Source: an optimization exercise on an open RTL-to-GDS flow (aim: small area, a short achievable clock period and few clock cycles per item). Production flows keep margins and buffers that such runs may drop.
Where RTL was checked, it was by simulation tests only, not by an equivalence proof against the original.
For run 5, only the layout was checked, not whether the RTL still works.
Power figures rest on the tool's default switching activity, not on a simulated workload.

==> config.mk <==
export PLATFORM = sky130hd
export DESIGN_NAME = audio_rd_dma
export DESIGN_NICKNAME = audio_rd_dma
export VERILOG_FILES = /design/flow/design.v
export SDC_FILE = /design/flow/constraint.sdc
export NUM_CORES = 4
export LEC_CHECK = 0
export CAP_MARGIN = 20
export CORE_MARGIN = 2
export CORE_UTILIZATION = 60
export SETUP_SLACK_MARGIN = 2.5
export SLEW_MARGIN = 20
==> constraint.sdc <==
create_clock -name core_clock -period 5.5 [get_ports {gclk}]
set_input_delay 1.1000 -clock core_clock [delete_from_list [all_inputs] [get_ports {gclk}]]
set_output_delay 1.1000 -clock core_clock [all_outputs]
set_load 0.01 [all_outputs]
==> design.v <==
package aud_dma_pkg;
    typedef enum logic [1:0] {
        ST_IDLE = 2'd0,
        ST_REQ  = 2'd1,
        ST_DATA = 2'd2
    } dma_state_t;
    localparam logic [2:0]  AXI_SIZE_64    = 3'd3;
    localparam logic [1:0]  AXI_BURST_INCR = 2'b01;
    localparam int unsigned BYTES_PER_BEAT = 8;
    function automatic logic [31:0] burst_bytes(input logic [4:0] beats);
        burst_bytes = {27'd0, beats} * BYTES_PER_BEAT;
    endfunction
endpackage
module audio_rd_dma #(
    parameter int              ID_W        = 4,
    parameter logic [ID_W-1:0] AXI_ID      = 1,
    parameter int              BURST_BEATS = 8,
    parameter int              FIFO_DEPTH  = 32
) (
    input  logic            gclk,
    input  logic            gresetn,
    input  logic            cfg_start,
    input  logic            cfg_stop,
    input  logic [31:0]     cfg_base,
    input  logic [15:0]     cfg_words,
    input  logic            cfg_loop,
    output logic            busy,
    output logic            done,
    output logic            err,
    output logic [ID_W-1:0] aid,
    output logic [31:0]     aaddr,
    output logic            avalid,
    output logic            awrite,
    output logic [3:0]      alen,
    output logic [2:0]      asize,
    output logic [1:0]      aburst,
    input  logic            aready,
    input  logic [ID_W-1:0] rid,
    input  logic [63:0]     rdata,
    input  logic            rlast,
    input  logic            rvalid,
    output logic            rready,
    output logic [63:0]     smp_data,
    output logic            smp_valid,
    input  logic            smp_ready
);
    localparam logic [1:0] MAX_OUT = 2'd3;
    logic [25:0] aaddr_r;      
    logic [12:0] whi_r;        
    logic [2:0]  llen_r;       
    logic [12:0] rem_r;        
    logic        full_r;       
    logic        lastq_r;      
    logic        loop_r;
    logic        busy_r, done_r, err_r, stop_r, avalid_r;
    logic        prd_r;        
    logic [1:0]  oc_r;         
    logic [2:0]  db_r;         
    logic        start_s, stop_now_s, acc_s, act_s, beat_s, id_ok_s;
    logic        last_burst_s, last_exp_s, cmp_s;
    logic        nat_end_s, stop_end_s, restart_s, adv_s;
    logic [12:0] addr_b_s;
    logic        addr_ci_s;
    logic [14:0] lo_sum_s;
    logic [12:0] hi_nxt_s;
    logic        hi_fix_r;     
    logic [12:0] rem_nxt_s;
    assign start_s    = cfg_start & ~busy_r;
    assign stop_now_s = busy_r & (cfg_stop | stop_r);
    assign acc_s      = avalid_r & aready;
    assign act_s      = (oc_r != 2'd0);
    assign id_ok_s    = (rid == AXI_ID);
    assign beat_s     = rvalid & smp_ready & act_s;
    assign last_burst_s = prd_r & (oc_r == 2'd1);
    assign last_exp_s   = (db_r == 3'd7) | (last_burst_s & (db_r == llen_r));
    assign cmp_s        = beat_s & last_exp_s;
    assign nat_end_s  = cmp_s & last_burst_s & ~loop_r;
    assign stop_end_s = stop_now_s & ~avalid_r & (oc_r == 2'd0);
    assign restart_s  = busy_r & prd_r & loop_r & (oc_r == 2'd0);
    assign addr_b_s  = prd_r ? ~whi_r : 13'd0;
    assign addr_ci_s = prd_r ? full_r : 1'b1;
    assign lo_sum_s  = {1'b0, aaddr_r[12:0], 1'b1} + {1'b0, addr_b_s, addr_ci_s};
    assign hi_nxt_s  = hi_fix_r ? aaddr_r[25:13] - 13'd1 : aaddr_r[25:13] + 13'd1;
    assign rem_nxt_s = prd_r ? whi_r : rem_r - 13'd1;
    assign adv_s     = acc_s | restart_s;
    always_ff @(posedge gclk or negedge gresetn) begin
        if (!gresetn) begin
            busy_r   <= 1'b0;
            done_r   <= 1'b0;
            err_r    <= 1'b0;
            stop_r   <= 1'b0;
            avalid_r <= 1'b0;
            prd_r    <= 1'b0;
            oc_r     <= 2'd0;
            db_r     <= 3'd0;
            hi_fix_r <= 1'b0;
        end else begin
            hi_fix_r <= restart_s & ~lo_sum_s[14];
            case ({acc_s, cmp_s})
                2'b10:   oc_r <= oc_r + 2'd1;
                2'b01:   oc_r <= oc_r - 2'd1;
                default: oc_r <= oc_r;
            endcase
            stop_r <= ~start_s & (stop_r | cfg_stop);
            if (start_s) begin
                busy_r   <= (cfg_words != 16'd0);
                done_r   <= (cfg_words == 16'd0);
                err_r    <= 1'b0;
                avalid_r <= (cfg_words != 16'd0);
                prd_r    <= 1'b0;
            end else begin
                busy_r <= busy_r & ~nat_end_s & ~stop_end_s;
                done_r <= nat_end_s & ~stop_now_s;
                if (beat_s & (~id_ok_s | (rlast != last_exp_s))) begin
                    err_r <= 1'b1;
                end
                if (avalid_r) begin
                    avalid_r <= ~aready;
                end else begin
                    avalid_r <= busy_r & ~stop_now_s & ~prd_r & (oc_r != MAX_OUT);
                end
                if (acc_s & lastq_r) begin
                    prd_r <= 1'b1;
                end else if (restart_s) begin
                    prd_r <= 1'b0;
                end
            end
            if (beat_s) begin
                db_r <= last_exp_s ? 3'd0 : db_r + 3'd1;
            end
        end
    end
    always_ff @(posedge gclk) begin
        if (start_s) begin
            aaddr_r <= cfg_base[31:6];
            whi_r   <= cfg_words[15:3];
            llen_r  <= cfg_words[2:0] - 3'd1;
            full_r  <= (cfg_words[2:0] == 3'd0);
            rem_r   <= cfg_words[15:3];
            lastq_r <= (cfg_words[15:3] == {12'd0, (cfg_words[2:0] == 3'd0)});
            loop_r  <= cfg_loop;
        end else if (adv_s) begin
            aaddr_r[12:0] <= lo_sum_s[13:1];
            if (~prd_r & (&aaddr_r[12:0])) begin
                aaddr_r[25:13] <= hi_nxt_s;
            end
            rem_r   <= rem_nxt_s;
            lastq_r <= (rem_nxt_s == {12'd0, full_r});
        end else if (hi_fix_r) begin
            aaddr_r[25:13] <= hi_nxt_s;
        end
    end
    assign busy      = busy_r;
    assign done      = done_r;
    assign err       = err_r;
    assign aid       = AXI_ID;
    assign aaddr     = {aaddr_r, 6'd0};
    assign avalid    = avalid_r;
    assign awrite    = 1'b0;
    assign alen      = lastq_r ? {1'b0, llen_r} : 4'd7;
    assign asize     = aud_dma_pkg::AXI_SIZE_64;
    assign aburst    = aud_dma_pkg::AXI_BURST_INCR;
    assign rready    = smp_ready & act_s;
    assign smp_data  = rdata;
    assign smp_valid = rvalid & id_ok_s & act_s;
endmodule
==> flow/run.sh <==
#!/bin/bash
# Layout with the standard.sh (ORFS), with two changes:
#  - synthesis runs flow/my_synth.tcl: synth_recipe.tcl's steps (same Yosys
#    synth -nofsm -noshare, flatten and renaming), except that the ABC call
#    uses flow/abc_map.script and no adder map; registers are mapped exactly
#    as in the standard synthesis;
#  - extra ORFS settings passed as make variables (see below).
# Each tool's output goes to standard.log (ORFS keeps per-step logs in orfs/logs).
set -euo pipefail
export MY_ABC_SCRIPT=$PWD/flow/abc_map.script MY_ABC_NOD=1
bash standard.sh SYNTH_SCRIPT=$PWD/flow/my_synth.tcl ADDER_MAP_FILE= SKIP_REPAIR_TIE_FANOUT=1 BUFFER_PORTS_ARGS="-buffer_cell sky130_fd_sc_hd__buf_1" CTS_ARGS="-sink_clustering_enable -repair_clock_nets -dont_use_dummy_load -buf_list sky130_fd_sc_hd__clkbuf_4 -sink_clustering_size 20 -sink_clustering_max_diameter 100" finish > standard.log 2>&1
==> flow/abc_map.script <==
&get -n; &st; &dch; &nf -D 1500; &put
==> flow/my_synth.tcl <==
proc synth {args} { yosys synth -nofsm -noshare {*}$args }
# Map with a custom ABC script instead of the speed script.
proc abc {args} {
  set i [lsearch -exact $args -script]
  if {$i >= 0 && [info exists ::env(MY_ABC_SCRIPT)]} { lset args [expr {$i+1}] $::env(MY_ABC_SCRIPT) }
  if {[info exists ::env(MY_ABC_D)]} { set j [lsearch -exact $args -D]; if {$j>=0} {lset args [expr {$j+1}] $::env(MY_ABC_D)} }
  if {[info exists ::env(MY_ABC_NOSCRIPT)]} { set i [lsearch -exact $args -script]; set args [lreplace $args $i [expr {$i+1}]] }
  if {[info exists ::env(MY_ABC_NOD)]} { set j [lsearch -exact $args -D]; if {$j>=0} {set args [lreplace $args $j [expr {$j+1}]]} }
  puts "MYABC: $args"
  yosys abc {*}$args
}
source $::env(SCRIPTS_DIR)/synth.tcl
# left out here: clear keep_hierarchy, flatten, clean up, hide names made inside functions, write 1_2_yosys.v
==> standard.sh <==
#!/bin/bash
# synth_recipe.tcl (not shown) runs the flow's synth.tcl, then flattens the netlist and writes it again
# the make line also repeats each setting of config.mk as NAME=value (left out here)
make -C /OpenROAD-flow-scripts/flow DESIGN_CONFIG=/design/flow/config.mk WORK_HOME=/design/flow/orfs CLKGATE_MAP_FILE= SYNTH_SCRIPT=/design/flow/synth_recipe.tcl "${@:-finish}"
==> impl_metrics.csv, run 1 <==
group,metric,value,unit
global_route,grt_usage,24.6,%
global_route,antenna_found_initial,0,
floorplanning,dieArea,8830,um^2
sta,worst_pin_slew,702,ps
sta,fin_tns_setup,0,ps
power,p_leak,0.00163,uW
cts,cts_max_path_buffers,2,
critical_path,critPathLaunchType,"input port",
yosys,yosys_warnings,1,
floorplanning,initial_core_util,62.5,%
global_route,grt_pass1_wl,16800,um
critical_path,cp_slowest_stage_delay,290,ps
sta,hold_violations,0,
placed_design,port_buffers,89,
routing,drt_iter0_markers,138,
critical_path,crit_buf_inv,2,
global_route,use_met1,33.5,%
cts,root_buffer,"clkbuf_4",
routing,via_per_inst,5.82,
routing,wl_per_cell,17.0,um
critical_path,worstPathArrival,1800,ps
sta,setup_viol,0,
sta,period_minus_slack,2900,ps
critical_path,path_cells,"buf_1, nor4b_2, and3_1, buf_1",
yosys,ys_types,48,
critical_path,required,4400,ps
yosys,synthArstFlopShare,17.1,%
power,total_power,2800,uW
power,irDropWorstVdd,0.254,mV
cells_and_area,drive_gt1_share,3.05,%
min_path,hold_start,"oc_r[0]",
yosys,synthCells,507,
sta,fin_skew,34.9,ps
sta,whs,526,ps
cts,tritoncts,"done",
cells_and_area,final_nets,652,
critical_path,crit_top_cell,"buf_1",
job,cap_violations,0,
floorplanning,fp.dieW,94.0,um
critical_path,startpoint,"rid[1]",
yosys,yosysMostFrequentCell,"buf_4",
global_route,grt_overflow,0,
yosys,synth_area_leaders,"edfxtp_1 36%, buf_4 13%, xnor2_1 7.2%",
floorplanning,die_h,94.0,um
yosys,ys_ff_latch,70,
floorplanning,core_area,7770,um^2
sta,rsz0062_at_grt,"no",
critical_path,crit_type,"input port to output pin",
yosys,synth_top_cells_by_count,"81 x buf_4, 58 x edfxtp_1, 49 x nor2_1, 40 x xnor2_1, 38 x o21ai_0",
routing,firstDrtPassIters,4,
cts,insertion_delay,410,ps
floorplanning,io_pins,241,
routing,vias,3649,
routing,postRouteAntennaNets,0,
sta,fmax,344,MHz
cells_and_area,n_antenna_cell,0,
yosys,synth-edff-count,58,
outcome,status,"complete, no violations",
cts,hold_buffers,0,
yosys,synth_ff_type,"edfxtp_1",
sta,final_max_slew_viol_count,0,
cts,clk_pin_slew,100,ps
floorplanning,rows,32,
sta,relSlewSlack,53.0,%
routing,drt-total-wl,10700,um
global_route,use_met2,40.1,%
sta,finalCritPeriodShare,52.8,%
yosys,syn_area_per_cell,9.58,um^2
critical_path,path_max_fanout,2,
placed_design,gp_congestion,0.830,
placed_design,place_ws,2280,ps
cells_and_area,syn2layout_area_growth,-1.08,%
yosys,synth_nets,632,
critical_path,crit_family,"simple AND/OR/NAND/NOR gates",
cts,cts_buffers,9,
critical_path,endpoint_kind,"output pin",
yosys,seq_area_frac_synth,42.1,%
yosys,syn_area,4850,um^2
cells_and_area,fin_util,61.8,%
critical_path,r2r-start,"prd_r",
min_path,hold_path_class,"flip-flop to flip-flop",
yosys,synth_top_cell_by_area,"edfxtp_1",
cells_and_area,n_fill_cell,703,
placed_design,dp_hpwl,7880,um
cts,h-tree-depth,3,
routing,drc,0,
global_route,grt_max_degree,58,
global_route,first_global_vias,3427,
power,p_per_area,583,nW/um^2
global_route,use_met3,4.25,%
cts,cts.sinks,70,
global_route,busiest_layer,"met2",
sta,setup_slack,2600,ps
yosys,netlist.area_leader.share,35.9,%
critical_path,cp_slowest_cell,"nor4b_2",
==> final cells by class <==
type	instances	area (um^2)	share of cell area [%]
timing repair buffer	90	342	7.11
multi-input combinational	349	2190	45.6
clock buffer	9	67.6	1.41
tap	102	128	2.66
inverter	7	28.8	0.599
sequential	70	2050	42.6
==> timing repair <==
item,4_1_cts,5_1_grt
endpoints found under the hold margin,0,0
gates resized for setup,1,4
setup endpoints to repair,15,22
setup buffers,0,0
==> path summary, 6_finish.rpt <==
check,end,slack (ps),cells past startpoint
max,smp_valid,2600,4
min,oc_r[0],530,1
max reg2reg,aaddr_r[11],2740,7
min reg2reg,oc_r[0],530,1
max in group asynchronous,hi_fix_r,4330,1
min in group asynchronous,done_r,680,1
==> power breakdown <==
part	internal, uW	total [uW]	switching, uW
Combinational	565	1370	803
Clock	76.3	237	161
Sequential	929	1200	266
Total	1570	2800	1230
==> worst reg2reg max path, delay by kind of cell (launching register included) <==
family,cells,cell delay (ps)
AOI/OAI and AO/OA,4,1060
xor gates and xnor gates,1,190
adders and majority gates,1,420
DFF,1,650
and+or+nand+nor,1,180
==> registers in the layout, indices dropped and copies added, names as in the netlist, 2 cells and up <==
name and count:
oc_r 2, db_r 3, rem_r 13, aaddr_r 26
llen_r 3, whi_r 13
==> cells by family after synthesis <==
| family | share of synthesized area [%] |
|---|---|
| simple gates | 15.8 |
| compound gates | 14.7 |
| buf+inv | 13.1 |
| flops | 42.1 |
| xor+xnor | 12.1 |
| fa+ha+maj | 1.86 |
| other cells | 0.155 |
| mux | 0.232 |
==> cells in the final DEF (no fill, tap or decap), drive strengths merged, types with 3 or more instances in the layout <==
cell | Yosys | routed
a21o | 4 | 4
a21oi | 37 | 37
a31o | 6 | 6
a31oi | 5 | 5
and3 | 3 | 3
and3b | 5 | 5
buf | 81 | 90
clkbuf | 0 | 9
clkinv | 7 | 6
dfrtp | 12 | 12
edfxtp | 58 | 58
maj3 | 9 | 9
nand2 | 34 | 34
nand2b | 12 | 12
nand3 | 7 | 7
nand3b | 4 | 4
nand4 | 4 | 4
nor2 | 49 | 49
nor2b | 12 | 12
nor4 | 5 | 5
o21a | 6 | 6
o21ai | 38 | 38
o31ai | 7 | 7
o41ai | 3 | 3
or3 | 3 | 3
or4 | 4 | 4
xnor2 | 40 | 40
xor2 | 27 | 27
==> metrics by stage <==
step           cells  area [um^2]
6_report         627         4800
5_1_grt          627         4800
4_1_cts          627         4790
3_5_place_dp     618         4720
3_3_place_gp     618         4720
2_1_floorplan    507         4860
==> per-layer routing <==
metal	vias up	share of wire [%]
met3	14	6.2
met4	0	1.0
met5	-	0
li1	1770	-
met2	148	48
met1	1717	45
Testbench counts, summed over its fixed seeds: cycles 12,335, items 9,450.
==> inputs of run 2 (changes only) <==
--- a/flow/run.sh
+++ b/flow/run.sh
@@ -9,3 +9,3 @@
 set -euo pipefail
 export MY_ABC_SCRIPT=$PWD/flow/abc_map.script MY_ABC_NOD=1
-bash standard.sh SYNTH_SCRIPT=$PWD/flow/my_synth.tcl ADDER_MAP_FILE= SKIP_REPAIR_TIE_FANOUT=1 BUFFER_PORTS_ARGS="-buffer_cell sky130_fd_sc_hd__buf_1" CTS_ARGS="-sink_clustering_enable -repair_clock_nets -dont_use_dummy_load -buf_list sky130_fd_sc_hd__clkbuf_4 -sink_clustering_size 20 -sink_clustering_max_diameter 100" finish > standard.log 2>&1
+bash standard.sh SYNTH_SCRIPT=$PWD/flow/my_synth.tcl ADDER_MAP_FILE= SKIP_REPAIR_TIE_FANOUT=1 BUFFER_PORTS_ARGS="-buffer_cell sky130_fd_sc_hd__buf_1" CTS_ARGS="-sink_clustering_enable -repair_clock_nets -dont_use_dummy_load -root_buf sky130_fd_sc_hd__clkbuf_16 -buf_list sky130_fd_sc_hd__clkbuf_2" finish > standard.log 2>&1
==> run 2 against run 1 <==
  * Synthesized cell count did not move
  * First-iteration DRC count fell by 2.9%
  * Cell count did not move
  * Clock skew fell by 21 ps
  * Total power rose by 8.6%
  * Largest cell class unchanged
  * Core utilization rose by 2.0 points
  * Worst setup slack got worse by 7.8 ps
  * Register-to-register slack improved by 20 ps
  * Still clean
==> impl_metrics.csv, run 2 <==
group,metric,value,unit
placed_design,dp_cells,618,
cells_and_area,n_antenna_cell,0,
floorplanning,die_h,94.0,um
critical_path,path_max_fanout,2,
sta,hold_violations,0,
critical_path,cp_slowest_stage_delay,300,ps
cells_and_area,drive_gt1_share,3.05,%
global_route,antenna_found_initial,0,
min_path,min_path_cells,2,
job,cap_violations,0,
routing,drt_iter0_markers,134,
power,p_leak,0.00169,uW
sta,worst_pin_slew,722,ps
placed_design,port_buffers,89,
cells_and_area,syn2layout_area_growth,2.17,%
global_route,first_global_vias,3434,
global_route,use_met2,40.5,%
floorplanning,io_pins,241,
critical_path,critPathLaunchType,"input port",
routing,drc,0,
routing,drt-total-wl,10700,um
yosys,synth_nets,632,
cells_and_area,mostFrequentLayoutCells,"89 x buf_1, 58 x edfxtp_1, 49 x nor2_1",
floorplanning,rows,32,
power,p_per_area,613,nW/um^2
cts,root_buffer,"clkbuf_16",
cells_and_area,reg_top3,"aaddr_r (26), rem_r (13), whi_r (13)",
cts,clk_pin_slew,60,ps
cells_and_area,n_fill_cell,678,
yosys,synthCells,507,
floorplanning,fp.dieW,94.0,um
routing,via_per_inst,5.76,
cts,insertion_delay,330,ps
sta,finalCritPeriodShare,52.9,%
global_route,busiest_layer,"met2",
global_route,use_met1,33.2,%
critical_path,endpoint_kind,"output pin",
critical_path,cp_slowest_cell,"nor4b_2",
cells_and_area,final_nets,652,
routing,wl_per_cell,17.1,um
sta,fin_tns_setup,0,ps
cts,hold_buffers,0,
yosys,synth_top_cells_by_count,"81 x buf_4, 58 x edfxtp_1, 49 x nor2_1, 40 x xnor2_1, 38 x o21ai_0",
power,irDropWorstVdd,0.276,mV
sta,fin_skew,13.6,ps
yosys,syn_area,4850,um^2
cts,cts_buffers,9,
yosys,seq_area_frac_synth,42.1,%
sta,setup_viol,0,
yosys,synth_area_leaders,"edfxtp_1 36%, buf_4 13%, xnor2_1 7.2%",
critical_path,required,4400,ps
floorplanning,core_area,7770,um^2
cells_and_area,largest_reg_flops,26,
critical_path,worstPathArrival,1810,ps
sta,final_max_slew_viol_count,0,
sta,period_minus_slack,2910,ps
yosys,synthArstFlopShare,17.1,%
floorplanning,dieArea,8830,um^2
sta,rsz0062_at_grt,"no",
min_path,hold_path_class,"flip-flop to flip-flop",
placed_design,gp_congestion,0.830,
yosys,yosysMostFrequentCell,"buf_4",
routing,postRouteAntennaNets,0,
cts,cts.sinks,70,
routing,firstDrtPassIters,4,
cts,cts_max_path_buffers,2,
global_route,grt_max_degree,58,
outcome,status,"complete, no violations",
yosys,syn_area_per_cell,9.58,um^2
critical_path,crit_top_cell,"buf_1",
global_route,use_met3,4.49,%
yosys,yosys_warnings,1,
routing,vias,3612,
cts,tritoncts,"done",
yosys,ys_types,48,
cells_and_area,fin_cells,627,
sta,relSlewSlack,51.7,%
yosys,synth_ff_type,"edfxtp_1",
global_route,grt_usage,24.7,%
critical_path,crit_type,"input port to output pin",
yosys,ys_ff_latch,70,
placed_design,dp_hpwl,7880,um
cts,h-tree-depth,3,
critical_path,path_cells,"buf_1, nor4b_2, and3_1, buf_1",
power,total_power,3040,uW
yosys,synth-edff-count,58,
global_route,grt_overflow,0,
cells_and_area,top_register,"aaddr_r",
floorplanning,initial_core_util,62.5,%
yosys,netlist.area_leader.share,35.9,%
cts,postCtsSetupBuffers,0,
critical_path,reg2reg_depth,7,
yosys,synth_top_cell_by_area,"edfxtp_1",
sta,fmax,343,MHz
global_route,grt_pass1_wl,16800,um
cells_and_area,layout_commonest_cell,"buf_1",
run 2: changes by cell type in the layout (fill, tap and decap cells not counted):
cell       change
clkbuf_16      +9
clkbuf_4       -9
run 2: kinds of logic (layout without fill, tap and decap cells):
family | count (synthesis) | in the layout | share of synthesized area [%]
fa+ha+maj | 9 | 9 | 1.86
buf+inv | 88 | 106 | 13.1
simple gates | 152 | 152 | 15.8
xor+xnor | 67 | 67 | 12.1
flops | 70 | 70 | 42.1
mux | 1 | 1 | 0.232
other cells | 2 | 2 | 0.155
compound gates | 118 | 118 | 14.7
run 2: power breakdown:
group	total (uW)	switching (uW)	internal, uW
Clock	475	188	286
Sequential	1200	265	932
Combinational	1370	803	565
run 2: per-layer routing:
| layer | wire (um) | part of all wire (%) |
|---|---|---|
| met1 | 4800 | 45 |
| met2 | 5040 | 47 |
| met3 | 707 | 6.6 |
| met4 | 148 | 1.4 |
| met5 | 0 | 0 |
run 2: area by class of cell:
class                           instances  area, um^2  area share (%)
Multi-Input combinational cell        349        2190            44.1
Sequential cell                        70        2050            41.3
Timing Repair Buffer                   90         342            6.89
Clock buffer                            9         225            4.54
Tap cell                              102         128            2.57
Inverter                                7        28.8           0.580
run 2: stage by stage:
stage	worst slack, ps	utilization, %	hold WS, ps	area [um^2]
2_1_floorplan	2540	-	477	4860
3_3_place_gp	2320	60.8	476	4720
3_5_place_dp	2280	60.8	501	4720
4_1_cts	2520	63.7	514	4950
5_1_grt	2550	63.9	531	4960
6_report	2590	63.9	513	4960
run 2: worst paths after layout:
| check | from | to | slack (ps) |
|---|---|---|---|
| max in group asynchronous | gresetn | prd_r | 4250 |
| min in group asynchronous | gresetn | done_r | 770 |
| setup / recovery | rid[1] | smp_valid | 2590 |
| setup reg to reg | rem_r[1] | lastq_r | 2760 |
| hold / removal | err_r | err_r | 510 |
| hold reg to reg | err_r | err_r | 510 |
run 2: critical path, delay by kind of cell:
kind,cells,cell delay [ps]
buffers and inverters,2,230
AND/OR/NAND/NOR,2,480
run 2: repair_timing:
action,4_1_cts,5_1_grt
gates cloned,0,0
endpoints found under the setup margin,15,32
gates resized for setup,1,4
==> inputs of run 3 (changes only) <==
--- a/flow/run.sh
+++ b/flow/run.sh
@@ -9,3 +9,3 @@
 set -euo pipefail
 export MY_ABC_SCRIPT=$PWD/flow/abc_map.script MY_ABC_NOD=1
-bash standard.sh SYNTH_SCRIPT=$PWD/flow/my_synth.tcl ADDER_MAP_FILE= SKIP_REPAIR_TIE_FANOUT=1 BUFFER_PORTS_ARGS="-buffer_cell sky130_fd_sc_hd__buf_1" CTS_ARGS="-sink_clustering_enable -repair_clock_nets -dont_use_dummy_load -root_buf sky130_fd_sc_hd__clkbuf_16 -buf_list sky130_fd_sc_hd__clkbuf_2" finish > standard.log 2>&1
+bash standard.sh SYNTH_SCRIPT=$PWD/flow/my_synth.tcl ADDER_MAP_FILE= SKIP_REPAIR_TIE_FANOUT=1 BUFFER_PORTS_ARGS="-buffer_cell sky130_fd_sc_hd__buf_1" CTS_ARGS="-sink_clustering_enable -repair_clock_nets -dont_use_dummy_load -root_buf sky130_fd_sc_hd__clkbuf_8 -buf_list sky130_fd_sc_hd__clkbuf_4" finish > standard.log 2>&1
==> run 3 against run 2 <==
  * Clock power shrank 33%
  * Sequential cell count is the same
  * Clock skew grew 7.5 ps
  * Critical path depth is the same
  * Cell count is the same
  * Highest routed layer unchanged
  * Global-route usage shrank 0.069 points
  * Still clean
  * Design area shrank 2.0%
  * Via count is the same
  * Critical endpoint unchanged
==> impl_metrics.csv, run 3 <==
group,metric,value,unit
outcome,status,"complete, no violations",
sta,finalCritPeriodShare,52.8,%
cells_and_area,final_nets,652,
floorplanning,fp.dieW,94.0,um
critical_path,endpoint_kind,"output pin",
critical_path,required,4400,ps
cells_and_area,n_antenna_cell,0,
global_route,antenna_found_initial,0,
routing,via_per_inst,5.76,
power,p_leak,0.00165,uW
yosys,synth_nets,632,
cts,cts_max_path_buffers,2,
placed_design,dpl_cell_area,4720,um^2
critical_path,path_max_fanout,2,
sta,final_max_slew_viol_count,0,
yosys,ys_ff_latch,70,
floorplanning,dieArea,8830,um^2
floorplanning,rows,32,
cts,root_buffer,"clkbuf_8",
routing,postRouteAntennaNets,0,
sta,period_minus_slack,2910,ps
yosys,synth_top_cell_by_area,"edfxtp_1",
sta,worst_pin_slew,716,ps
yosys,ys_types,48,
floorplanning,initial_core_util,62.5,%
yosys,yosysMostFrequentCell,"buf_4",
global_route,first_global_vias,3428,
sta,rsz0062_at_grt,"no",
routing,drt_iter0_markers,122,
yosys,syn_area,4850,um^2
critical_path,cp_slowest_cell,"nor4b_2",
yosys,netlist.area_leader.share,35.9,%
cells_and_area,syn2layout_area_growth,0.0773,%
yosys,synth_ff_type,"edfxtp_1",
routing,drc,0,
cts,tritoncts,"done",
critical_path,reg2reg_depth,7,
cells_and_area,drive_gt1_share,3.05,%
yosys,syn_area_per_cell,9.58,um^2
job,cap_violations,0,
global_route,grt_usage,24.7,%
routing,firstDrtPassIters,5,
cells_and_area,postLayoutCellArea,4860,um^2
min_path,hold_path_class,"flip-flop to flip-flop",
routing,drt-total-wl,10700,um
global_route,grt_overflow,0,
cells_and_area,layout_commonest_cell,"buf_1",
global_route,grt_max_degree,58,
cells_and_area,reg_top3,"aaddr_r (26), rem_r (13), whi_r (13)",
floorplanning,core_area,7770,um^2
critical_path,crit_top_cell,"buf_1",
critical_path,critPathLaunchType,"input port",
yosys,seq_area_frac_synth,42.1,%
yosys,synthArstFlopShare,17.1,%
floorplanning,io_pins,241,
yosys,synth_top_cells_by_count,"81 x buf_4, 58 x edfxtp_1, 49 x nor2_1, 40 x xnor2_1, 38 x o21ai_0",
placed_design,gp_congestion,0.830,
sta,fmax,344,MHz
cells_and_area,layout.area.seq,2050,um^2
cells_and_area,mostFrequentLayoutCells,"89 x buf_1, 58 x edfxtp_1, 49 x nor2_1",
yosys,synth_area_leaders,"edfxtp_1 36%, buf_4 13%, xnor2_1 7.2%",
yosys,synthCells,507,
cts,h-tree-depth,3,
sta,fin_tns_setup,0,ps
cells_and_area,n_fill_cell,695,
cts,cts.sinks,70,
critical_path,cp_slowest_stage_delay,300,ps
power,irDropWorstVdd,0.262,mV
yosys,yosys_warnings,1,
routing,wl_per_cell,17.0,um
cts,cts_buffers,9,
sta,relSlewSlack,52.1,%
power,p_per_area,593,nW/um^2
critical_path,worstPathArrival,1810,ps
sta,setup_viol,0,
global_route,grt_pass1_wl,16800,um
yosys,synth-edff-count,58,
cells_and_area,multiInputGateArea,2190,um^2
cts,insertion_delay,340,ps
placed_design,dp_hpwl,7880,um
cells_and_area,largest_reg_flops,26,
cts,clk_pin_slew,80,ps
min_path,min_path_cells,2,
routing,vias,3612,
cells_and_area,top_register,"aaddr_r",
critical_path,crit_type,"input port to output pin",
sta,hold_violations,0,
critical_path,path_cells,"buf_1, nor4b_2, and3_1, buf_1",
sta,fin_skew,21.1,ps
placed_design,port_buffers,89,
floorplanning,die_h,94.0,um
[run 3: repair_timing]
| item | CTS | global route |
|---|---|---|
| setup endpoints to repair | 15 | 32 |
| gates resized for setup | 1 | 4 |
| hold endpoints to repair | 0 | 0 |
| hold buffers | 0 | 0 |
| buffers inserted | 0 | 0 |
[run 3: logic make-up (layout without fill, tap and decap cells)]
logic type | after synthesis | after routing | synth area share (%)
fa+ha+maj | 9 | 9 | 1.86
buf+inv | 88 | 106 | 13.1
compound gates | 118 | 118 | 14.7
other cells | 2 | 2 | 0.155
mux | 1 | 1 | 0.232
xor+xnor | 67 | 67 | 12.1
simple gates | 152 | 152 | 15.8
flops | 70 | 70 | 42.1
[run 3: critical path: cells and delay by family]
family,cells,cell delay (ps)
simple gates,2,480
buf+inv,2,230
[run 3: final cells by class]
class | count | share of cell area (%)
multi-input combinational | 349 | 45.1
sequential | 70 | 42.1
timing repair buffer | 90 | 7.03
tap | 102 | 2.63
clock buffer | 9 | 2.55
inverter | 7 | 0.592
[run 3: path summary, 6_finish.rpt]
| kind | slack (ps) | startpoint | end |
|---|---|---|---|
| worst max-delay path | 2590 | rid[1] | smp_valid |
| worst min-delay path | 520 | err_r | err_r |
| worst max register to register | 2750 | rem_r[1] | lastq_r |
| worst min register to register | 520 | err_r | err_r |
| max in group asynchronous | 4280 | gresetn | prd_r |
| min in group asynchronous | 750 | gresetn | done_r |
[run 3: where the power goes]
part / internal [uW] / switching [uW] / leakage [uW]
Combinational: 565 / 802 / 0.000893
Sequential: 931 / 266 / 0.000691
Clock: 146 / 170 / 0.0000647
Total: 1640 / 1240 / 0.00165
[run 3: per-stage QoR]
stage	setup WS [ps]	hold WS [ps]	power [uW]	utilization (%)	std cells
floorplan	2540	477	2230	-	507
global placement	2320	476	2540	60.8	618
detailed placement	2280	501	2560	60.8	618
CTS	2520	519	2890	62.4	627
global route	2530	536	3120	62.5	627
finish	2590	518	2880	62.5	627
[run 3: per-layer routing]
| metal | up-vias | track usage, % | wire length, um |
|---|---|---|---|
| met3 | 8 | 4.49 | 697 |
| met5 | - | 0 | 0 |
| met2 | 139 | 40.1 | 5080 |
| met4 | 0 | 7.97 | 43 |
| met1 | 1698 | 33.5 | 4850 |
| li1 | 1767 | - | - |
==> inputs of run 4 (changes only) <==
--- a/flow/run.sh
+++ b/flow/run.sh
@@ -9,3 +9,3 @@
 set -euo pipefail
 export MY_ABC_SCRIPT=$PWD/flow/abc_map.script MY_ABC_NOD=1
-bash standard.sh SYNTH_SCRIPT=$PWD/flow/my_synth.tcl ADDER_MAP_FILE= SKIP_REPAIR_TIE_FANOUT=1 BUFFER_PORTS_ARGS="-buffer_cell sky130_fd_sc_hd__buf_1" CTS_ARGS="-sink_clustering_enable -repair_clock_nets -dont_use_dummy_load -root_buf sky130_fd_sc_hd__clkbuf_8 -buf_list sky130_fd_sc_hd__clkbuf_4" finish > standard.log 2>&1
+bash standard.sh SYNTH_SCRIPT=$PWD/flow/my_synth.tcl ADDER_MAP_FILE= SKIP_REPAIR_TIE_FANOUT=1 BUFFER_PORTS_ARGS="-buffer_cell sky130_fd_sc_hd__buf_1" CTS_ARGS="-sink_clustering_enable -repair_clock_nets -dont_use_dummy_load -buf_list sky130_fd_sc_hd__clkbuf_8" finish > standard.log 2>&1
==> run 4 against run 3 <==
  * Still clean
  * Global-route usage is the same
  * Die area is the same
  * Wire length unchanged
  * Clock-buffer cell count is the same
  * Maximum frequency unchanged
  * Worst setup slack unchanged
  * Cell count unchanged
  * Critical endpoint unchanged
  * Largest power group unchanged
==> impl_metrics.csv, run 4 <==
group,metric,value,unit
yosys,yosys_warnings,1,
floorplanning,dieArea,8830,um^2
critical_path,endpoint_kind,"output pin",
critical_path,crit_type,"input port to output pin",
critical_path,path_max_fanout,2,
global_route,grt_pass1_wl,16800,um
sta,rsz0062_at_grt,"no",
yosys,ys_types,48,
global_route,use_met3,4.49,%
critical_path,required,4400,ps
cts,hold_buffers,0,
power,pwr-share-clk,11.0,%
routing,drc,0,
routing,wl_per_cell,17.0,um
sta,fmax,344,MHz
global_route,busiest_layer,"met2",
placed_design,dp_hpwl,7880,um
routing,drt_iter0_markers,122,
cells_and_area,layout_commonest_cell,"buf_1",
critical_path,path_cells,"buf_1, nor4b_2, and3_1, buf_1",
floorplanning,io_pins,241,
placed_design,dp_cells,618,
global_route,grt_max_degree,58,
yosys,yosysMostFrequentCell,"buf_4",
yosys,synth.area.mux_share,0.232,%
yosys,syn_area,4850,um^2
sta,finalCritPeriodShare,52.8,%
critical_path,crit_buf_inv,2,
global_route,use_met1,33.5,%
critical_path,worstPathArrival,1810,ps
cells_and_area,mostFrequentLayoutCells,"89 x buf_1, 58 x edfxtp_1, 49 x nor2_1",
power,p_seq_share,41.5,%
routing,postRouteAntennaNets,0,
power,p_per_area,593,nW/um^2
cells_and_area,largest_reg_flops,26,
placed_design,port_buffers,89,
yosys,synth_area_leaders,"edfxtp_1 36%, buf_4 13%, xnor2_1 7.2%",
power,p_int,1640,uW
power,p_leak,0.00165,uW
outcome,status,"complete, no violations",
power,switching_share,43.0,%
yosys,synth_nets,632,
yosys,netlist.area_leader.share,35.9,%
power,power.switching,1240,uW
global_route,use_met2,40.1,%
yosys,synthArstFlopShare,17.1,%
floorplanning,core_area,7770,um^2
yosys,ys_ff_latch,70,
floorplanning,initial_core_util,62.5,%
sta,relSlewSlack,52.1,%
yosys,synth_compound_area_share,14.7,%
global_route,grt_overflow,0,
global_route,first_global_vias,3428,
yosys,synth_fa_ha_area_share,1.86,%
yosys,synth_ff_type,"edfxtp_1",
cells_and_area,final_nets,652,
yosys,syn_area_per_cell,9.58,um^2
power,power_frac_comb,47.5,%
cells_and_area,top_register,"aaddr_r",
routing,via_per_inst,5.76,
cells_and_area,drive_gt1_share,3.05,%
yosys,synth-edff-count,58,
yosys,synth_top_cells_by_count,"81 x buf_4, 58 x edfxtp_1, 49 x nor2_1, 40 x xnor2_1, 38 x o21ai_0",
sta,setup_viol,0,
routing,drt-total-wl,10700,um
routing,firstDrtPassIters,5,
sta,fin_tns_setup,0,ps
global_route,grt_usage,24.7,%
floorplanning,fp.dieW,94.0,um
critical_path,crit_family,"simple AND/OR/NAND/NOR gates",
sta,period_minus_slack,2910,ps
cts,root_buffer,"clkbuf_8",
cells_and_area,n_antenna_cell,0,
cts,clk_pin_slew,80,ps
global_route,antenna_found_initial,0,
cts,insertion_delay,340,ps
sta,whs,518,ps
cts,tritoncts,"done",
cts,cts_buffers,9,
cts,cts_max_path_buffers,2,
sta,worst_pin_slew,716,ps
power,irDropWorstVdd,0.262,mV
sta,final_max_slew_viol_count,0,
cts,h-tree-depth,3,
yosys,synth_xor_area_share,12.1,%
yosys,seq_area_frac_synth,42.1,%
critical_path,crit_top_cell,"buf_1",
cts,postCtsSetupBuffers,0,
floorplanning,die_h,94.0,um
critical_path,cp_slowest_cell,"nor4b_2",
cells_and_area,reg_top3,"aaddr_r (26), rem_r (13), whi_r (13)",
critical_path,critPathLaunchType,"input port",
yosys,synth_top_family_by_area,"simple AND/OR/NAND/NOR gates",
min_path,hold_path_class,"flip-flop to flip-flop",
sta,hold_violations,0,
cells_and_area,fin_cells,627,
cells_and_area,syn2layout_area_growth,0.0773,%
job,cap_violations,0,
cts,cts.sinks,70,
placed_design,gp_congestion,0.830,
routing,vias,3612,
sta,fin_skew,21.1,ps
yosys,synth_top_cell_by_area,"edfxtp_1",
floorplanning,rows,32,
yosys,synthCells,507,
critical_path,cp_slowest_stage_delay,300,ps
yosys,synth-simple-area-share,15.8,%
-- run 4: final cells by class --
class	count	area, um^2
multi-input combinational	349	2190
tap	102	128
fill	695	2910
sequential	70	2050
timing repair buffer	90	342
clock buffer	9	124
inverter	7	28.8
-- run 4: final timing paths --
| kind | startpoint | slack (ps) | depth (start not counted) | end |
|---|---|---|---|---|
| worst min register to register | err_r | 520 | 2 | err_r |
| min in group asynchronous | gresetn | 750 | 1 | done_r |
| max in group asynchronous | gresetn | 4280 | 1 | prd_r |
| worst min-delay path | err_r | 520 | 2 | err_r |
| worst max-delay path | rid[1] | 2590 | 4 | smp_valid |
| worst max register to register | rem_r[1] | 2750 | 7 | lastq_r |
-- run 4: repair_timing --
action                     in CTS  in global routing
setup endpoints to repair      15                 32
resized for setup               1                  4
pin swaps                       0                  0
-- run 4: cells by family (layout without fill, tap and decap cells) --
| kind of cell | after synthesis | after routing |
|---|---|---|
| other | 2 | 2 |
| buffers and inverters | 88 | 106 |
| DFF | 70 | 70 |
| and+or+nand+nor | 152 | 152 |
| xor gates and xnor gates | 67 | 67 |
| AOI/OAI and AO/OA | 118 | 118 |
| adders and majority gates | 9 | 9 |
| muxes | 1 | 1 |
-- run 4: through the flow --
| step | total power, uW | util (%) | instance area [um^2] | setup WS, ps |
|---|---|---|---|---|
| 2_1_floorplan | 2230 | - | 4860 | 2540 |
| 3_3_place_gp | 2540 | 60.8 | 4720 | 2320 |
| 3_5_place_dp | 2560 | 60.8 | 4720 | 2280 |
| 4_1_cts | 2890 | 62.4 | 4850 | 2520 |
| 5_1_grt | 3120 | 62.5 | 4860 | 2530 |
| 6_report | 2880 | 62.5 | 4860 | 2590 |
-- run 4: worst reg2reg max path, stage by stage (launching register included) --
cell and delay, ps:
edfxtp_1 430, or4_1 620, nand2b_1 270, or4_1 480, nor2_1 180, xor2_1 150
o21ai_0 130, a41o_1 260
-- run 4: power by group through the flow --
stage               Sequential [uW]  Clock, uW  Combinational (uW)
finish                         1200        316                1370
global route                   1230        341                1550
CTS                            1190        322                1370
detailed placement             1200          0                1360
global placement               1200          0                1340
floorplan                      1190          0                1040
-- run 4: per-layer routing --
metal / vias up / wire length [um]
met2: 139 / 5080
met5: - / 0
met3: 8 / 697
li1: 1767 / -
met4: 0 / 43
met1: 1698 / 4850
==> inputs of run 5 (changes only) <==
--- a/design.v
+++ b/design.v
@@ -50,5 +50,5 @@
     logic [2:0]  llen_r;       
     logic [12:0] rem_r;        
-    logic        full_r;       
+    logic        full_s;       
     logic        lastq_r;      
     logic        loop_r;
@@ -66,4 +66,5 @@
     logic        hi_fix_r;     
     logic [12:0] rem_nxt_s;
+    assign full_s     = (llen_r == 3'd7);
     assign start_s    = cfg_start & ~busy_r;
     assign stop_now_s = busy_r & (cfg_stop | stop_r);
@@ -79,5 +80,5 @@
     assign restart_s  = busy_r & prd_r & loop_r & (oc_r == 2'd0);
     assign addr_b_s  = prd_r ? ~whi_r : 13'd0;
-    assign addr_ci_s = prd_r ? full_r : 1'b1;
+    assign addr_ci_s = prd_r ? full_s : 1'b1;
     assign lo_sum_s  = {1'b0, aaddr_r[12:0], 1'b1} + {1'b0, addr_b_s, addr_ci_s};
     assign hi_nxt_s  = hi_fix_r ? aaddr_r[25:13] - 13'd1 : aaddr_r[25:13] + 13'd1;
@@ -136,5 +137,4 @@
             whi_r   <= cfg_words[15:3];
             llen_r  <= cfg_words[2:0] - 3'd1;
-            full_r  <= (cfg_words[2:0] == 3'd0);
             rem_r   <= cfg_words[15:3];
             lastq_r <= (cfg_words[15:3] == {12'd0, (cfg_words[2:0] == 3'd0)});
@@ -146,5 +146,5 @@
             end
             rem_r   <= rem_nxt_s;
-            lastq_r <= (rem_nxt_s == {12'd0, full_r});
+            lastq_r <= (rem_nxt_s == {12'd0, full_s});
         end else if (hi_fix_r) begin
             aaddr_r[25:13] <= hi_nxt_s;
==> run 5 against run 4 <==
  * Clock power decreased by 2%
  * Global-route usage increased by 1.1 points
  * Clock-buffer cell count unchanged
  * Cell count increased by 1.1%
  * Combinational power increased by 5%
  * Design area increased by 0.13%
  * First-iteration DRC count decreased by 4.1%
  * Worst setup slack got worse by 1.9 ps
  * Register-to-register slack got worse by 60 ps
  * Wire length increased by 5.7%
  * Non-clock buffer count unchanged
  * Highest routed layer unchanged
==> impl_metrics.csv, run 5 <==
group,metric,value,unit
min_path,min_path_cells,2,
cells_and_area,layout_commonest_cell,"buf_1",
sta,fmax,344,MHz
global_route,grt_overflow,0,
critical_path,worstPathArrival,1810,ps
cells_and_area,top_register,"aaddr_r",
yosys,ys_ff_latch,69,
critical_path,crit_type,"input port to output pin",
power,p_per_area,608,nW/um^2
min_path,hold_end,"err_r",
sta,setup_viol,0,
outcome,status,"complete, no violations",
yosys,yosysMostFrequentCell,"buf_4",
sta,finalCritPeriodShare,52.9,%
routing,wl_per_cell,17.8,um
cells_and_area,n_fill_cell,686,
power,p_leak,0.00167,uW
yosys,synth_top_cells_by_count,"81 x buf_4, 57 x edfxtp_1, 53 x nor2_1, 44 x xnor2_1",
cts,clk_pin_slew,70,ps
cells_and_area,syn2layout_area_growth,0.155,%
routing,drc,0,
placed_design,gp_congestion,0.949,
floorplanning,core_area,7770,um^2
floorplanning,fp.dieW,94.0,um
cts,cts.sinks,69,
critical_path,crit_family,"simple AND/OR/NAND/NOR gates",
power,pwr-share-clk,10.5,%
power,power_frac_comb,48.8,%
sta,rsz0062_at_grt,"yes",
critical_path,required,4400,ps
critical_path,path_max_fanout,2,
cells_and_area,largest_reg_flops,26,
yosys,synth_top_cell_by_area,"edfxtp_1",
cts,h-tree-depth,3,
placed_design,dp_hpwl,8630,um
cells_and_area,final_nets,659,
floorplanning,dieArea,8830,um^2
yosys,netlist.area_leader.share,35.2,%
sta,period_minus_slack,2910,ps
critical_path,r2r_setup_slack,2690,ps
cts,postCtsSetupBuffers,0,
sta,fin_skew,20.5,ps
yosys,synthArstFlopShare,17.4,%
yosys,synthCells,514,
sta,setup_slack,2590,ps
power,p_int,1660,uW
routing,vias,3721,
cts,tritoncts,"done",
sta,relSlewSlack,39.8,%
cts,cts_buffers,9,
sta,final_max_slew_viol_count,0,
routing,drt_iter0_markers,117,
cts,cts_max_path_buffers,2,
critical_path,cp_slowest_stage_delay,310,ps
global_route,grt_pass1_wl,17400,um
floorplanning,die_h,94.0,um
cells_and_area,n_antenna_cell,0,
global_route,first_global_vias,3517,
min_path,hold_path_class,"flip-flop to flip-flop",
yosys,synth_ff_type,"edfxtp_1",
power,p_seq_share,40.7,%
global_route,antenna_found_initial,0,
routing,firstDrtPassIters,7,
critical_path,crit_buf_inv,2,
power,irDropWorstVdd,0.324,mV
sta,hold_violations,0,
placed_design,port_buffers,89,
cells_and_area,mostFrequentLayoutCells,"88 x buf_1, 57 x edfxtp_1, 53 x nor2_1",
critical_path,critPathLaunchType,"input port",
critical_path,path_cells,"buf_1, nor4b_2, and3_1, clkbuf_2",
sta,worst_pin_slew,903,ps
yosys,ys_types,47,
yosys,synth_nets,639,
global_route,grt_usage,25.8,%
cells_and_area,fin_util,62.6,%
critical_path,r2r_end,"aaddr_r[11]",
min_path,hold_start,"err_r",
yosys,yosys_warnings,1,
critical_path,endpoint_kind,"output pin",
cells_and_area,drive_gt1_share,3.01,%
floorplanning,initial_core_util,62.5,%
sta,fin_tns_setup,0,ps
critical_path,reg2reg_depth,7,
cts,root_buffer,"clkbuf_8",
global_route,grt_max_degree,45,
routing,via_per_inst,5.87,
sta,whs,503,ps
power,total_power,2960,uW
floorplanning,rows,32,
yosys,synth_area_leaders,"edfxtp_1 35%, buf_4 13%, xnor2_1 7.9%",
yosys,syn_area_per_cell,9.45,um^2
yosys,seq_area_frac_synth,41.4,%
critical_path,worst-path-stages,4,
job,cap_violations,0,
floorplanning,io_pins,241,
critical_path,cp_slowest_cell,"nor4b_2",
routing,postRouteAntennaNets,0,
yosys,synth-edff-count,57,
cts,insertion_delay,340,ps
placed_design,place_ws,2030,ps
routing,drt-total-wl,11300,um
critical_path,r2r-start,"prd_r",
yosys,syn_area,4860,um^2
power,switching_share,43.9,%
cells_and_area,reg_top3,"aaddr_r (26), rem_r (13), whi_r (13)",
power,power.switching,1300,uW
## run 5: changes by cell type after synthesis, moves of 3 or more
cell / before / now
nand2_1: 34 / 39
nand2b_1: 12 / 7
xnor2_1: 40 / 44
o31ai_1: 7 / 4
clkinv_1: 7 / 4
nor2_1: 49 / 53
## run 5: power groups by stage
stage / Sequential (uW) / Combinational (uW) / Clock (uW)
after floorplan: 1180 / 1100 / 0
after global routing: 1240 / 1620 / 335
after detailed placement: 1200 / 1440 / 0
after CTS: 1190 / 1440 / 318
final: 1200 / 1440 / 310
after global placement: 1190 / 1410 / 0
## run 5: cells by family after synthesis
family                     share of synthesized area [%]
AOI/OAI and AO/OA                                   14.7
xor gates and xnor gates                            12.4
adders and majority gates                           1.44
buffers and inverters                               12.8
DFF                                                 41.4
muxes                                              0.232
other                                              0.155
and+or+nand+nor                                     16.8
## run 5: worst max path at each step
stage,slack (ps),to,start
5_1_grt,2430,lastq_r,cfg_start
3_3_place_gp,2010,lastq_r,cfg_start
6_report,2590,smp_valid,rid[2]
4_1_cts,2560,smp_valid,rid[1]
2_1_floorplan,2510,lastq_r,cfg_start
3_5_place_dp,2030,lastq_r,cfg_start
## run 5: cell type report
| cell class | count | area (um^2) | share of cell area (%) |
|---|---|---|---|
| multi-input combinational | 360 | 2240 | 46.0 |
| tap | 102 | 128 | 2.62 |
| clock buffer | 9 | 124 | 2.55 |
| inverter | 4 | 16.3 | 0.334 |
| sequential | 69 | 2020 | 41.4 |
| timing repair buffer | 90 | 343 | 7.05 |
## run 5: routing by layer
layer / GRT usage, % / share of wire (%) / routed length, um
met1: 31.1 / 41 / 4640
met2: 44.9 / 50 / 5630
met3: 5.38 / 7.0 / 785
met4: 10.0 / 2.1 / 238
met5: 0 / 0 / 0
## run 5: repair_timing
item,4_1_cts,5_1_grt
hold buffers,0,0
setup endpoints to repair,20,17
pin swaps,0,1
cloned,0,0
gates resized for setup,3,2
endpoints found under the hold margin,0,0
## run 5: through the flow
stage	instance area, um^2	std cells
5_1_grt	4860	634
3_5_place_dp	4720	625
2_1_floorplan	4860	514
4_1_cts	4860	634
3_3_place_gp	4720	625
6_report	4860	634
## run 5: worst reg2reg max path, delay by kind of cell, from the launching register on
family	cells	cell delay (ps)
AND/OR/NAND/NOR	4	1180
flip-flops	1	610
AO/OA/AOI/OAI	2	510
XOR/XNOR	1	230
==> inputs of run 6 (changes only) <==
--- a/design.v
+++ b/design.v
@@ -12,4 +12,18 @@
     endfunction
 endpackage
+module aud_smp_gate #(
+    parameter int              ID_W   = 4,
+    parameter logic [ID_W-1:0] AXI_ID = 1
+) (
+    input  logic            rvalid,
+    input  logic [ID_W-1:0] rid,
+    input  logic            smp_ready,
+    input  logic [1:0]      oc,
+    output logic            smp_valid,
+    output logic            rready
+);
+    assign smp_valid = rvalid & (oc != 2'd0) & (rid == AXI_ID);
+    assign rready    = smp_ready & (oc != 2'd0);
+endmodule
 module audio_rd_dma #(
     parameter int              ID_W        = 4,
@@ -161,6 +175,12 @@
     assign asize     = aud_dma_pkg::AXI_SIZE_64;
     assign aburst    = aud_dma_pkg::AXI_BURST_INCR;
-    assign rready    = smp_ready & act_s;
     assign smp_data  = rdata;
-    assign smp_valid = rvalid & id_ok_s & act_s;
+    aud_smp_gate u_gate (
+        .rvalid    (rvalid),
+        .rid       (rid),
+        .smp_ready (smp_ready),
+        .oc        (oc_r),
+        .smp_valid (smp_valid),
+        .rready    (rready)
+    );
 endmodule
==> flow/run.sh (replaced) <==
#!/bin/bash
# Layout with the standard.sh (ORFS), with these changes:
#  - synthesis runs flow/my_synth.tcl: synth_recipe.tcl's steps (same Yosys
#    synth -nofsm -noshare, flatten and renaming), except the ABC calls: the
#    design is mapped with flow/abc_map.script, and the small combinational
#    module aud_smp_gate (kept as its own module until the final flatten via
#    SYNTH_KEEP_MODULES) with flow/abc_gate.script; no adder map. Registers
#    are mapped exactly as in the standard synthesis;
#  - port buffers are buf_1, tie cells are not duplicated, CTS settings.
# Output goes to standard.log (ORFS keeps per-step logs under orfs/logs).
set -euo pipefail
export MY_ABC_SCRIPT=$PWD/flow/abc_map.script MY_GATE_SCRIPT=$PWD/flow/abc_gate.script
bash standard.sh SYNTH_SCRIPT=$PWD/flow/my_synth.tcl SYNTH_KEEP_MODULES=aud_smp_gate ADDER_MAP_FILE= SKIP_REPAIR_TIE_FANOUT=1 BUFFER_PORTS_ARGS="-buffer_cell sky130_fd_sc_hd__buf_1" CTS_ARGS="-sink_clustering_enable -repair_clock_nets -dont_use_dummy_load -buf_list sky130_fd_sc_hd__clkbuf_8" finish > standard.log 2>&1
==> flow/abc_gate.script (new file) <==
strash; dch; map -D 50
==> flow/my_synth.tcl (replaced) <==
proc synth {args} { yosys synth -nofsm -noshare {*}$args }
# ABC mapping: the design with flow/abc_map.script; the sample-path gating
# module (kept apart by SYNTH_KEEP_MODULES until the flatten below) with
# flow/abc_gate.script, a delay-driven mapping.
proc abc {args} {
  set i [lsearch -exact $args -script]
  set j [lsearch -exact $args -D]
  if {$j >= 0} { set args [lreplace $args $j [expr {$j+1}]] }
  set main [lreplace $args [expr {$i+1}] [expr {$i+1}] $::env(MY_ABC_SCRIPT)]
  set gate [lreplace $args [expr {$i+1}] [expr {$i+1}] $::env(MY_GATE_SCRIPT)]
  puts "MYABC main: $main"
  yosys abc {*}$main $::env(DESIGN_NAME)
  puts "MYABC gate: $gate"
  yosys abc {*}$gate aud_smp_gate
}
source $::env(SCRIPTS_DIR)/synth.tcl
# left out here: clear keep_hierarchy, flatten, clean up, hide names made inside functions, write 1_2_yosys.v
==> run 6 against run 5 <==
  * Design area is 1.0% lower
  * Sequential power shrank 7%
  * Via count decreased by 0.40%
  * Area after synthesis is 0.85% lower
  * Global-route usage is 0.34 points lower
  * Largest cell class unchanged
==> impl_metrics.csv, run 6 <==
group,metric,value,unit
placed_design,port_buffers,89,
yosys,synthCells,518,
critical_path,worstPathArrival,2800,ps
routing,wl_met3,947,um
power,p_leak,0.00162,uW
sta,rsz0062_at_grt,"no",
cells_and_area,mostFrequentLayoutCells,"89 x buf_1, 58 x nor2_1, 57 x edfxtp_1",
sta,period_minus_slack,2750,ps
critical_path,path_max_fanout,24,
critical_path,critPathLaunchType,"flip-flop",
sta,relSlewSlack,39.2,%
cells_and_area,reg_top3,"aaddr_r (26), rem_r (13), whi_r (13)",
critical_path,endpoint_kind,"flip-flop",
yosys,synthArstFlopShare,17.4,%
outcome,status,"complete, no violations",
cells_and_area,top_register,"aaddr_r",
global_route,grt_pass1_wl,17300,um
floorplanning,fp.dieW,93.6,um
sta,fin_tns_setup,0,ps
yosys,seq_area_frac_synth,41.8,%
cells_and_area,drive_gt1_share,2.61,%
floorplanning,dieArea,8760,um^2
sta,setup_viol,0,
critical_path,r2r-start,"hi_fix_r",
cts,postCtsSetupBuffers,0,
sta,fin_skew,20.2,ps
cts,h-tree-depth,3,
yosys,netlist.area_leader.share,35.5,%
routing,drt-total-wl,11200,um
placed_design,gp_congestion,0.872,
global_route,antenna_found_initial,0,
sta,hold_violations,0,
cts,cts_buffers,9,
cells_and_area,layout_commonest_cell,"buf_1",
routing,top_layer,"met5",
job,cap_violations,0,
min_path,hold_start,"err_r",
yosys,ys_ff_latch,69,
yosys,synth_nets,643,
yosys,yosysMostFrequentCell,"buf_4",
global_route,grt_usage,25.4,%
sta,worst_pin_slew,911,ps
cts,insertion_delay,340,ps
min_path,hold_path_class,"flip-flop to flip-flop",
routing,vias,3706,
power,p_per_area,567,nW/um^2
cts,cts.sinks,69,
routing,via_per_inst,5.81,
yosys,synth_top_cell_by_area,"edfxtp_1",
cts,ctsResizeCount,0,
routing,wirelength_met1,4730,um
floorplanning,core_area,7770,um^2
yosys,synth_top_cells_by_count,"81 x buf_4, 58 x nor2_1, 57 x edfxtp_1, 44 x xnor2_1, 43 x nand2_1",
yosys,synth-edff-count,57,
placed_design,dp_hpwl,8440,um
sta,final_max_slew_viol_count,0,
floorplanning,initial_core_util,62.0,%
cts,hold_buffers,0,
yosys,synth_area_leaders,"edfxtp_1 36%, buf_4 13%, xnor2_1 8.0%",
yosys,yosys_warnings,1,
sta,fmax,364,MHz
cells_and_area,syn2layout_area_growth,-0.0259,%
floorplanning,rows,32,
routing,drt_iter0_markers,179,
floorplanning,io_pins,241,
sta,finalCritPeriodShare,50.0,%
cts,cts_max_path_buffers,2,
routing,postRouteAntennaNets,0,
sta,whs,492,ps
yosys,ys_types,46,
yosys,syn_area,4820,um^2
floorplanning,die_h,93.6,um
yosys,syn_area_per_cell,9.30,um^2
critical_path,crit_type,"flip-flop to flip-flop",
routing,wl_per_cell,17.5,um
cells_and_area,final_nets,663,
power,irDropWorstVdd,0.256,mV
cts,tritoncts,"done",
cells_and_area,n_antenna_cell,0,
global_route,grt_max_degree,45,
global_route,grt_overflow,0,
cells_and_area,largest_reg_flops,26,
critical_path,required,5550,ps
routing,firstDrtPassIters,4,
routing,routed-wl-met2,5220,um
critical_path,startpoint,"hi_fix_r",
global_route,first_global_vias,3460,
routing,drc,0,
yosys,synth_ff_type,"edfxtp_1",
cts,clk_pin_slew,80,ps
cts,root_buffer,"clkbuf_8",
[run 6: final timing paths]
kind                                    end  slack [ps]  cells past startpoint
worst max register to register  aaddr_r[22]        2750                      7
max in group asynchronous             prd_r        4240                      1
worst min register to register        err_r         490                      2
worst max-delay path            aaddr_r[22]        2750                      7
min in group asynchronous            stop_r         770                      1
worst min-delay path                  err_r         490                      2
[run 6: power breakdown]
group          total, uW  internal, uW  leakage (uW)  switching (uW)
logic               1290           525      0.000883             769
registers           1120           879      0.000676             239
clock network        317           146     0.0000647             171
[run 6: critical path: stages, from the launching register on]
cell and delay (ps):
dfrtp_1 940, xor2_1 330, a31oi_1 190, o21ai_0 310
a21oi_1 180, o31ai_1 260, xor2_1 170, a21oi_1 90
[run 6: cell families (layout without fill, tap and decap cells)]
logic type      after synthesis  after routing  synth area share [%]
simple gates                169            169                  16.9
compound gates              120            120                  14.9
buf+inv                      86            104                  13.0
flops                        69             69                  41.8
xor+xnor                     66             66                  12.0
fa+ha+maj                     5              5                  1.04
other cells                   2              2                 0.156
mux                           1              1                 0.234
[run 6: routing by layer]
metal,GRT usage (%),vias to the layer above
li1,-,1803
met1,33.7,1717
met2,40.6,147
met3,6.20,37
met4,8.82,2
met5,2.56,-
[run 6: stage by stage]
stage / worst slack (ps) / std cells / total power (uW) / utilization, % / area (um^2)
floorplan: 2550 / 518 / 2110 / - / 4830
global placement: 2530 / 629 / 2380 / 60.4 / 4690
detailed placement: 2490 / 629 / 2420 / 60.4 / 4690
CTS: 2600 / 638 / 2740 / 62.0 / 4810
global route: 2560 / 638 / 2960 / 62.0 / 4810
finish: 2750 / 638 / 2730 / 62.0 / 4810
[run 6: modules after synthesis, one instance, submodules excluded]
module / times used / cell area, um^2 / flip-flops and latches / cells
audio_rd_dma: 1 / 4790 / 69 / 512
aud_smp_gate: 1 / 28.8 / 0 / 6
[run 6: layout make-up]
class / count / area [um^2]
multi-input cells: 363 / 2180
fillers: 710 / 2950
inverters: 5 / 23.8
well taps: 102 / 128
clock buffers: 9 / 124
flip-flops and latches: 69 / 2010
repair buffers: 90 / 342
Testbench counts of run 6, summed over its fixed seeds: cycles 12,335, items 9,450.
==> inputs of run 7 (changes only) <==
--- a/config.mk
+++ b/config.mk
@@ -9,4 +9,4 @@
 export CORE_MARGIN = 2
 export CORE_UTILIZATION = 60
-export SETUP_SLACK_MARGIN = 2.5
+export SETUP_SLACK_MARGIN = 3.3
 export SLEW_MARGIN = 20
==> run 7 against run 6 <==
  * Largest power group unchanged
  * Cell count is 8.8% higher
  * Non-clock buffer count is 54 higher
  * Critical path depth is 2 lower
  * Still clean on timing, DRC and antenna
  * Largest cell class unchanged
  * Critical path type is now input port to output pin
  * Maximum frequency is 3.3% higher
==> impl_metrics.csv, run 7 <==
group,metric,value,unit
critical_path,crit_type,"input port to output pin",
placed_design,gp_congestion,0.813,
critical_path,endpoint_kind,"output pin",
sta,relSlewSlack,52.1,%
yosys,synth-simple-area-share,16.9,%
routing,via_per_inst,6.13,
cells_and_area,layout_commonest_cell,"buf_1",
critical_path,path_max_fanout,2,
yosys,ys_ff_latch,69,
yosys,synthArstFlopShare,17.4,%
yosys,ys_types,46,
floorplanning,fp.dieW,93.6,um
yosys,seq_area_frac_synth,41.8,%
power,p_leak,0.00215,uW
power,irDropWorstVdd,0.301,mV
global_route,grt_max_degree,45,
floorplanning,initial_core_util,62.0,%
sta,fin_skew,14.5,ps
yosys,syn_area,4820,um^2
sta,fmax,376,MHz
yosys,syn_area_per_cell,9.30,um^2
sta,finalCritPeriodShare,48.4,%
routing,wl_per_cell,20.0,um
job,cap_violations,0,
yosys,synth_top_cell_by_area,"edfxtp_1",
floorplanning,core_area,7770,um^2
routing,drc,0,
placed_design,place_ws,2450,ps
global_route,antenna_found_initial,0,
cts,cts_max_path_buffers,2,
critical_path,required,4400,ps
min_path,hold_path_class,"flip-flop to flip-flop",
cts,insertion_delay,340,ps
sta,fin_tns_setup,0,ps
cts,cts_buffers,9,
cells_and_area,largest_reg_flops,26,
routing,vias,4252,
cells_and_area,mostFrequentLayoutCells,"83 x buf_1, 57 x edfxtp_1, 49 x nor2_1",
yosys,synth_ff_type,"edfxtp_1",
cells_and_area,n_antenna_cell,0,
placed_design,dp_cells,628,
global_route,busiest_layer,"met2",
yosys,synth_fa_ha_area_share,1.04,%
cts,clk_pin_slew,70,ps
floorplanning,io_pins,241,
cells_and_area,drive_gt1_share,27.0,%
yosys,synth_top_family_by_area,"simple AND/OR/NAND/NOR gates",
global_route,first_global_vias,3872,
sta,rsz0062_at_grt,"yes",
routing,drt-total-wl,13800,um
global_route,grt_overflow,0,
cells_and_area,reg_top3,"aaddr_r (26), rem_r (13), whi_r (13)",
global_route,use_met3,5.16,%
global_route,use_met2,47.4,%
cts,tritoncts,"done",
yosys,synth_area_leaders,"edfxtp_1 36%, buf_4 13%, xnor2_1 8.0%",
yosys,synth.area.mux_share,0.234,%
critical_path,worstPathArrival,1560,ps
cts,h-tree-depth,3,
yosys,synth-edff-count,57,
cells_and_area,syn2layout_area_growth,24.6,%
cts,root_buffer,"clkbuf_8",
routing,firstDrtPassIters,5,
cells_and_area,top_register,"aaddr_r",
yosys,synth_compound_area_share,14.9,%
sta,hold_violations,0,
floorplanning,die_h,93.6,um
floorplanning,rows,32,
yosys,netlist.area_leader.share,35.5,%
cells_and_area,fin_cells,694,
critical_path,critPathLaunchType,"input port",
yosys,synth_xor_area_share,12.0,%
yosys,yosysMostFrequentCell,"buf_4",
cells_and_area,final_nets,719,
cts,cts.sinks,69,
sta,whs,501,ps
sta,worst_pin_slew,718,ps
sta,setup_slack,2840,ps
outcome,status,"complete, no violations",
floorplanning,dieArea,8760,um^2
sta,setup_viol,0,
sta,period_minus_slack,2660,ps
routing,drt_iter0_markers,250,
sta,final_max_slew_viol_count,0,
yosys,yosys_warnings,1,
routing,postRouteAntennaNets,0,
placed_design,dp_hpwl,8080,um
yosys,synthCells,518,
global_route,grt_pass1_wl,19500,um
power,p_per_area,597,nW/um^2
global_route,use_met1,37.8,%
yosys,synth_nets,643,
placed_design,port_buffers,89,
global_route,grt_usage,28.7,%
yosys,synth_top_cells_by_count,"81 x buf_4, 58 x nor2_1, 57 x edfxtp_1, 44 x xnor2_1, 43 x nand2_1",
[run 7: critical path, stage by stage]
cell and delay, ps:
buf_8 100, nor2_4 90, nand3_2 80, nor2_4 90, buf_6 100
[run 7: worst paths after layout]
kind,startpoint,endpoint,slack [ps],depth (start not counted)
min in group asynchronous,gresetn,db_r[2],780,1
max,rid[3],smp_valid,2840,5
min reg2reg,err_r,err_r,500,2
min,err_r,err_r,500,2
max in group asynchronous,gresetn,hi_fix_r,4200,1
max reg2reg,prd_r,aaddr_r[12],3160,8
[run 7: kinds of logic (layout without fill, tap and decap cells)]
kind of cell	after synthesis	count (layout)
buf+inv	86	158
simple gates	169	171
other cells	2	2
mux	1	1
fa+ha+maj	5	5
flops	69	69
xor+xnor	66	66
compound gates	120	120
[run 7: routing by layer]
metal / part of all wire [%] / vias to the layer above
met3: 7.9 / 52
met2: 50 / 235
li1: - / 1924
met5: 0 / -
met4: 2.8 / 0
met1: 40 / 2041
[run 7: repair_timing]
item / CTS / global route
endpoints found under the setup margin: 137 / 100
resized for setup: 72 / 69
buffers inserted: 28 / 25
pin swaps: 17 / 37
hold buffers: 0 / 0
gates cloned: 2 / 2
[run 7: area by class of cell]
cell class | count | area [um^2]
Timing Repair Buffer | 144 | 873
Clock buffer | 9 | 124
Tap cell | 102 | 128
Sequential cell | 69 | 2020
Multi-Input combinational cell | 365 | 2820
Inverter | 5 | 35.0
Fill cell | 527 | 1770
[run 7: power breakdown]
group	switching, uW	internal (uW)
Clock	177	146
Sequential	268	881
Combinational	1130	981
[run 7: per-module statistics from Yosys, one instance, submodules excluded]
module / cells / flops+latches / times used
audio_rd_dma: 512 / 69 / 1
aud_smp_gate: 6 / 0 / 1
[run 7: through the flow]
step / util (%) / instance area [um^2] / power, uW
detailed placement: 61.0 / 4740 / 2440
global route: 77.2 / 6000 / 3780
CTS: 69.6 / 5410 / 3100
global placement: 61.0 / 4740 / 2400
floorplan: - / 5120 / 2140
finish: 77.2 / 6000 / 3580

## what the ideal ports hide
The results above use ideal ports. As a check the final layouts listed here were re-extracted and re-timed, cells and wires unchanged.
Step 1, drivers: a clkbuf_16 drives gclk and a buf_2 each remaining input, both assumed.
Step 2 times the ports against the registers' clock, not the clock port: input delays grow and output delays shrink by t, the midpoint of the rising clock arrivals with the driver on.
Three values: ideal, step 1, step 2; two values: the first two.
| run | shift t [ns] | setup slack, ns | latest minus earliest clock arrival (ns) | worst register clock-pin slew, ns |
|---|---|---|---|---|
| run 1 | 0.415 | 2.596 / 2.575 / 2.523 | 0.036 / 0.035 | 0.12 / 0.12 |
| run 2 | 0.357 | 2.588 / 2.563 / 2.510 | 0.014 / 0.014 | 0.06 / 0.06 |
| run 3 | 0.359 | 2.593 / 2.571 / 2.490 | 0.021 / 0.021 | 0.08 / 0.08 |
| run 4 | 0.359 | 2.593 / 2.571 / 2.490 | 0.021 / 0.021 | 0.08 / 0.08 |
| run 5 | 0.364 | 2.592 / 2.571 / 2.238 | 0.020 / 0.020 | 0.08 / 0.08 |
| run 6 | 0.353 | 2.751 / 2.751 / 2.535 | 0.021 / 0.021 | 0.08 / 0.08 |
| run 7 | 0.368 | 2.840 / 2.794 / 2.794 | 0.014 / 0.015 | 0.08 / 0.08 |
After both steps every run listed still meets setup and hold. The setup slack of run 5, which loses most, moves by -0.021 ns with the drivers and by -0.354 ns with both steps.
